From an optimization exercise on the open Yosys and OpenROAD flow, aimed at small area, a short achievable clock period and few clock cycles per item; shortcuts taken in it are not production practice. The RTL was checked by simulation tests, not by an equivalence proof against the original design.

--- design/flow/run.sh ---
#!/bin/bash
# synth_recipe.tcl (not shown) runs the flow's synth.tcl, then flattens the netlist and writes it again
# the make line also repeats each setting of config.mk as NAME=value (left out here)
make -C /OpenROAD-flow-scripts/flow DESIGN_CONFIG=/design/flow/config.mk WORK_HOME=/design/flow/orfs CLKGATE_MAP_FILE= SYNTH_SCRIPT=/design/flow/synth_recipe.tcl finish
--- design/flow/config.mk ---
export PLATFORM = sky130hd
export DESIGN_NAME = vm_signed_divide_shift_alu
export DESIGN_NICKNAME = vm_signed_divide_shift_alu
export VERILOG_FILES = /design/flow/design.v
export SDC_FILE = /design/flow/constraint.sdc
export NUM_CORES = 4
export LEC_CHECK = 0
export CAP_MARGIN = 20
export CORE_MARGIN = 2
export CORE_UTILIZATION = 40
export SLEW_MARGIN = 20
--- design/flow/constraint.sdc ---
create_clock -name core_clock -period 13.5 [get_ports {clk}]
set_input_delay 2.7000 -clock core_clock [delete_from_list [all_inputs] [get_ports {clk}]]
set_output_delay 2.7000 -clock core_clock [all_outputs]
set_load 0.01 [all_outputs]
--- design/flow/design.v ---
`timescale 1ns / 1ps
package vmdiv_pkg;
  localparam int unsigned DataW = 32;
  typedef enum logic [2:0] {
    OP_DIV  = 3'd0,
    OP_MOD  = 3'd1,
    OP_SHL  = 3'd2,
    OP_SHRL = 3'd3,
    OP_SHRA = 3'd4,
    OP_SEXS = 3'd5,
    OP_SEXB = 3'd6,
    OP_NONE = 3'd7
  } op_t;
  typedef enum logic [2:0] {
    S_IDLE = 3'd0,   
    S_LOAD = 3'd1,   
    S_NORM = 3'd2,   
    S_ITER = 3'd3,   
    S_DONE = 3'd4    
  } st_t;
endpackage
`timescale 1ns / 1ps
module vmdiv_front (
  input  logic [31:0] din,
  input  logic [4:0]  amt,
  input  logic        left,
  input  logic        fill,
  output logic [31:0] dout
);
  logic [31:0] x, y;
  always_comb begin
    for (int i = 0; i < 32; i++) x[i] = left ? din[31-i] : din[i];
    y = 32'($signed({fill, x}) >>> amt);
    for (int i = 0; i < 32; i++) dout[i] = left ? y[31-i] : y[i];
  end
endmodule
`timescale 1ns / 1ps
module vmdiv_div_step (
  input  logic [31:0] r,
  input  logic [31:0] d,
  input  logic        sa,
  output logic [31:0] t,
  output logic        take
);
  logic [32:0] diff;
  always_comb begin
    diff = {r[31], r} - {sa, d};
    t    = diff[31:0];
    take = sa ? (diff[32] || (diff == '0)) : !diff[32];
  end
endmodule
`timescale 1ns / 1ps
module vm_signed_divide_shift_alu (
  input  logic        clk,
  input  logic        rst,
  input  logic        in_valid,
  output logic        in_ready,
  input  logic [2:0]  in_mode,
  input  logic [31:0] in_operand_a,
  input  logic [31:0] in_operand_b,
  output logic        out_valid,
  input  logic        out_ready,
  output logic [31:0] out_result,
  output logic        out_divide_error
);
  vmdiv_pkg::st_t         st, st_n;
  logic [2:0]  md;
  logic [31:0] r_q, q_q, b_q;    
  logic        sa, qneg, dz;
  logic [4:0]  cnt;
  logic        rdy;
  logic [31:0] o_q;
  logic        oerr, ov, o2v, o2err;
  logic        ofree, accept, is_div, res_v, o2v_n, done_n;
  logic [31:0] res;
  logic        res_err;
  logic        norm, sh_left, sh_fill, bad;
  logic [31:0] sh_in, sh_out;
  logic [4:0]  sh_amt;
  assign norm    = (st == vmdiv_pkg::S_NORM);
  assign sh_in   = norm ? b_q : r_q;
  assign sh_left = norm || (md == vmdiv_pkg::OP_SHL);
  assign sh_amt  = norm ? cnt : q_q[4:0];
  assign sh_fill = !norm && (md == vmdiv_pkg::OP_SHRA) && r_q[31];
  assign bad     = q_q[31] || (q_q[30:5] != '0);
  vmdiv_front u_front (.din(sh_in), .amt(sh_amt), .left(sh_left), .fill(sh_fill), .dout(sh_out));
  logic [31:0] ua, ub, negq;
  logic [5:0]  lza, lzb;
  logic        pb, bz;
  logic [6:0]  dd;
  function automatic logic [5:0] lzc(input logic [31:0] v);
    lzc = 6'd32;
    for (int i = 0; i < 32; i++) if (v[i]) lzc = 6'(31 - i);
  endfunction
  assign ua   = r_q ^ {32{r_q[31]}};
  assign ub   = q_q ^ {32{q_q[31]}};
  assign lza  = lzc(ua);
  assign lzb  = lzc(ub);
  assign pb   = q_q[31] && ((~q_q[31:1] & q_q[30:0]) == '0);
  assign bz   = (q_q == '0);
  assign dd   = 7'(lzb) - 7'(lza) + 7'(r_q[31]) - 7'(pb);
  assign negq = 32'(-q_q);
  logic [31:0] t;
  logic        take;
  vmdiv_div_step u_step (.r(r_q), .d(b_q), .sa(sa), .t(t), .take(take));
  assign is_div = (md[2:1] == 2'b00);
  assign ofree  = !ov || out_ready;
  assign accept = in_valid && rdy;
  always_comb begin
    res     = '0;
    res_err = 1'b0;
    res_v   = 1'b0;
    unique case (st)
      vmdiv_pkg::S_LOAD: begin
        res_v = !o2v && !is_div;
        unique case (md)
          vmdiv_pkg::OP_SHL:  res = bad ? '0 : sh_out;
          vmdiv_pkg::OP_SHRL: res = bad ? '0 : sh_out;
          vmdiv_pkg::OP_SHRA: res = bad ? {32{r_q[31]}} : sh_out;
          vmdiv_pkg::OP_SEXS: res = {{16{r_q[15]}}, r_q[15:0]};
          vmdiv_pkg::OP_SEXB: res = {{24{r_q[7]}}, r_q[7:0]};
          default: res = '0;
        endcase
      end
      vmdiv_pkg::S_ITER: begin
        res_v = (cnt == '0);
        if (md[0])     res = take ? t : r_q;
        else if (qneg) res = take ? ~{q_q[30:0], 1'b0} : {negq[30:0], 1'b0};
        else           res = {q_q[30:0], take};
      end
      vmdiv_pkg::S_DONE: begin
        res_v   = 1'b1;
        res     = (md[0] && !dz) ? r_q : '0;
        res_err = dz;
      end
      default: ;
    endcase
  end
  always_comb begin
    st_n = st;
    unique case (st)
      vmdiv_pkg::S_LOAD: if (!o2v) st_n = !is_div ? vmdiv_pkg::S_IDLE : (bz || dd[6]) ? vmdiv_pkg::S_DONE : vmdiv_pkg::S_NORM;
      vmdiv_pkg::S_NORM: st_n = vmdiv_pkg::S_ITER;
      vmdiv_pkg::S_ITER: if (cnt == '0) st_n = vmdiv_pkg::S_IDLE;
      vmdiv_pkg::S_DONE: st_n = vmdiv_pkg::S_IDLE;
      default: ;
    endcase
    if (accept) st_n = vmdiv_pkg::S_LOAD;
  end
  assign o2v_n = o2v ? !ofree : (res_v && !ofree);
  always_comb begin
    unique case (st_n)
      vmdiv_pkg::S_IDLE, vmdiv_pkg::S_DONE: done_n = 1'b1;
      vmdiv_pkg::S_LOAD: done_n = accept ? (in_mode[2:1] != 2'b00) : !is_div;
      vmdiv_pkg::S_ITER: done_n = (st == vmdiv_pkg::S_NORM) ? (cnt == 5'd0) : (cnt == 5'd1);
      default: done_n = 1'b0;
    endcase
  end
  always_ff @(posedge clk) begin
    if (rst) begin
      st  <= vmdiv_pkg::S_IDLE;
      ov  <= 1'b0;
      o2v <= 1'b0;
      rdy <= 1'b1;
    end else begin
      st  <= st_n;
      o2v <= o2v_n;
      rdy <= !o2v_n && done_n;
      if (o2v ? ofree : (res_v && ofree)) ov <= 1'b1;
      else if (out_ready) ov <= 1'b0;
    end
  end
  always_ff @(posedge clk) begin
    unique case (st)
      vmdiv_pkg::S_LOAD: if (!o2v && is_div) begin
        sa   <= r_q[31];
        qneg <= !md[0] && (r_q[31] ^ q_q[31]);
        dz   <= bz;
        b_q  <= (r_q[31] ^ q_q[31]) ? negq : q_q;
        cnt  <= dd[4:0];
      end
      vmdiv_pkg::S_NORM: begin
        b_q <= sh_out;
        q_q <= '0;
      end
      vmdiv_pkg::S_ITER: begin
        if (take) r_q <= t;
        q_q <= {q_q[30:0], take};
        b_q <= {sa, b_q[31:1]};
        cnt <= cnt - 5'd1;
      end
      default: ;
    endcase
    if (accept) begin
      r_q <= in_operand_a;
      q_q <= in_operand_b;
      md  <= in_mode;
    end
    if (o2v) begin
      if (ofree) begin
        o_q  <= b_q;
        oerr <= o2err;
      end
    end else if (res_v) begin
      if (ofree) begin
        o_q  <= res;
        oerr <= res_err;
      end else begin
        b_q   <= res;
        o2err <= res_err;
      end
    end
  end
  assign in_ready         = rdy;
  assign out_valid        = ov;
  assign out_result       = o_q;
  assign out_divide_error = oerr;
endmodule
==> impl_metrics.tcl <==
set metrics [dict create \
    regArea_sq_um 4040 \
    yosys-top-cells-area "edfxtp_1 18%, nand2_1 5.8%, a21oi_1 5.5%" \
    dieArea_sq_um 46300 \
    critical_path_class "flip-flop to flip-flop" \
    cp_slowest_cell "a2111oi_0" \
    ys.flop_type "edfxtp_1" \
    status "complete, no violations" \
    grt_usage_pct 42.3 \
    vias 21224 \
    fp.dieW_um 215 \
    antenna_found_initial 5 \
    cts_buffer_depth 2 \
    ys_seq_area_share_pct 22.6 \
    initial_core_util_pct 40.4 \
    dp_worst_setup_slack_ps 6750 \
    design_area_sq_um 19900 \
    fin_crit_sh_pct 53.0 \
    hold_viol_final 0 \
    vdd_ir_drop_max_uv 177 \
    utilization_pct 45.1 \
    drv_slew 0 \
    power.total_mw 5.66 \
    hold_path.class "flip-flop to flip-flop" \
    port_buffers 105 \
    nFillCells 4611 \
    die_h_um 215 \
    grt_pass1_vias 19066 \
    arrival_ps 7360 \
    ys_ff_latch 147 \
    synth_cell_types 92 \
    gp_congestion 1.09 \
    dp.cells 2965 \
    async_flop_share_pct 0 \
    cts-hold-fix-buffers 0 \
    cts_setup_buffers 0 \
    slew_headroom_pct 14.2 \
    cts_tree "done" \
    skew_ps 17.7 \
    synth_commonest_cells "275 x nand2_1, 255 x nor2_1, 196 x a21oi_1" \
    cap_violations 0 \
    synthDominantCellAreaShare_pct 18.3 \
    power_density_nw_per_um2 284 \
    p_leak_nw 7.22 \
    cts_root_buf "clkbuf_16" \
    synth_edf_count 109 \
    fin_crit_ps 7160 \
    crit_path_max_incr_delay_ps 930 \
    required_ps 13700 \
    cts_made_buffers 17 \
    final_cells 2999 \
    worst_slew_pin_slew_ps 1280 \
    drt_wl_total_mm 100 \
    ant_nets 0 \
    crit_chain "inv_1 > ha_1 > inv_1 > fa_1 > a21o_1 > nand4_1 > a311oi_2 > o21ai_0 > a211oi_1 > o21ai_0 > or4_4 > or4b_1 > buf_4 > nand2_8 > mux2_2 > a2111oi_0 > a21oi_1" \
    syn_area_per_cell_sq_um 7.34 \
    drive_gt1_share_pct 9.23 \
    areaGrowthSynthToFinish_pct 11.5 \
    cts.sinks 147 \
    placed_area_sq_um 19300 \
    setup-tns-final_ps 0 \
    reg2regPathDepth 17 \
    grt_first_pass_wirelength_mm 141 \
    critPathLaunchType "flip-flop" \
    rsz0062_at_grt "false" \
    rows 77 \
    netlist_area_sq_um 17800 \
    io_pins 106 \
    synth_cells 2431 \
    yosys_warnings 3 \
    vias_per_cell 7.08 \
    wl_per_cell_um 33.4 \
    maxClockFrequency_mhz 140 \
    drc_errors 0 \
    core_sq_um 44100 \
    drt-pass1-iter-count 9 \
    grt_overflow_total 0 \
    place_hpwl_mm 75.8 \
    setup_viol 0 \
    hold_ws_ps 567 \
    synth_top_cell_by_area "edfxtp_1" \
    first_iter_violations 3673 \
    htreeDepth 4 \
    fin_ws_ps 6340 \
    clk_pin_slew_worst_paths_ps 70 \
    grt_max_degree 65 \
    syn_nets 2556 \
    multiInputGateArea_sq_um 12700 \
    yosysMostFrequentCell "nand2_1" \
    end_kind "flip-flop" \
    nNetsFinal 2517 \
    worstSkewPairLatency_ps 500 \
    holdPathStages 1 \
    ctsResizeCount 0 \
    crit_fanout 26 \
]
-- layer usage --
| layer | track usage, % | up-vias | part of all wire [%] |
|---|---|---|---|
| met4 | 25.6 | 2 | 7.2 |
| met2 | 60.4 | 1630 | 41 |
| met3 | 12.3 | 346 | 13 |
| met5 | 0 | - | 0.0090 |
| li1 | - | 9077 | - |
| met1 | 56.1 | 10169 | 39 |
-- report_power, final --
part,internal [mW],switching [mW]
logic,1.31,2.75
clock network,0.274,0.234
registers,0.668,0.426
total,2.25,3.41
-- registers in the layout (all words and copies together), names as in the netlist --
register / count
b_q: 32
o_q: 32
q_q: 32
r_q: 32
cnt: 5
md: 3
st: 3
dz: 1
o2err: 1
o2v: 1
oerr: 1
ov: 1
qneg: 1
rdy: 1
sa: 1
-- kinds of logic after synthesis --
| logic type | share of synthesized area, % |
|---|---|
| multiplexers | 8.83 |
| buffers and inverters | 6.98 |
| flip-flops | 22.6 |
| AO/OA/AOI/OAI | 32.2 |
| adder cells (fa/ha/maj) | 3.96 |
| AND/OR/NAND/NOR | 22.6 |
| XOR/XNOR | 2.90 |
-- layout by cell type, fill, tap and decap left out, drive strengths merged, types with 14 or more instances in the layout --
cell	Yosys	routed
clkdlybuf4s50	0	105
o221ai	22	22
o21a	26	26
nand3	83	83
a311oi	17	17
o22ai	18	18
ha	50	50
a21o	26	26
dfxtp	38	38
mux4	18	18
nand2	276	276
o311ai	15	15
nand2b	14	14
a221oi	22	22
or3	41	41
and3	18	18
xnor2	35	35
nand4	18	18
mux2	45	45
o211ai	39	39
nor3	77	77
clkbuf	187	18
a21oi	197	197
a31oi	38	38
o31ai	40	40
or2	18	18
a211oi	57	57
xor2	24	24
edfxtp	109	109
a2111oi	17	17
a22oi	15	15
o21ai	177	177
mux2i	65	65
buf	39	62
nor2	255	255
inv	85	90
-- layout make-up --
cell class | instances | share of cell area [%]
multi-input combinational | 1966 | 63.7
clock inverter | 14 | 0.767
inverter | 92 | 1.74
clock buffer | 18 | 2.16
sequential | 147 | 20.3
timing repair buffer | 168 | 7.66
tap | 592 | 3.72
antenna | 2 | 0.0251
-- final timing paths --
kind	endpoint	start	slack (ps)
min reg2reg	oerr	o2err	570
max reg2reg	o_q[13]	r_q[0]	6340
max	o_q[13]	r_q[0]	6340
min	oerr	o2err	570
-- worst max-delay path: cells and delay by family, from the launching register on --
kind,cells,cell delay [ps]
simple gates,4,1690
fa+ha+maj,2,490
flops,1,540
mux,1,430
compound gates,7,3160
buf+inv,3,530
Testbench counts, summed over its fixed seeds: cycles 22,212, items 8,000.

[port drivers added, routing unchanged]
The results above use ideal ports. As a check the final layout listed here was re-extracted and re-timed, cells and wires unchanged.
Step 1, drivers: a clkbuf_16 drives clk and a buf_2 each remaining input, both assumed.
Step 2 adds t to the input delays and takes it off the output delays; t is the mean of the earliest and latest rising clock arrival at the registers after step 1. Input paths then give back, and output paths get back, about the clock's delay inside the block.
a / b / c = ideal / step 1 / step 2; a / b = the first two.
t (ns): 0.546
slack for setup (ns): 6.343 / 6.343 / 6.343
hold WS [ns]: 0.567 / 0.567 / 0.567
worst data-port slew with drivers (ns): 0.11
pins driven straight from the clock port: 1
After both steps setup and hold are still met in this run. The setup slack of this run moves by 0.000 ns with the drivers and by 0.000 ns with both steps.
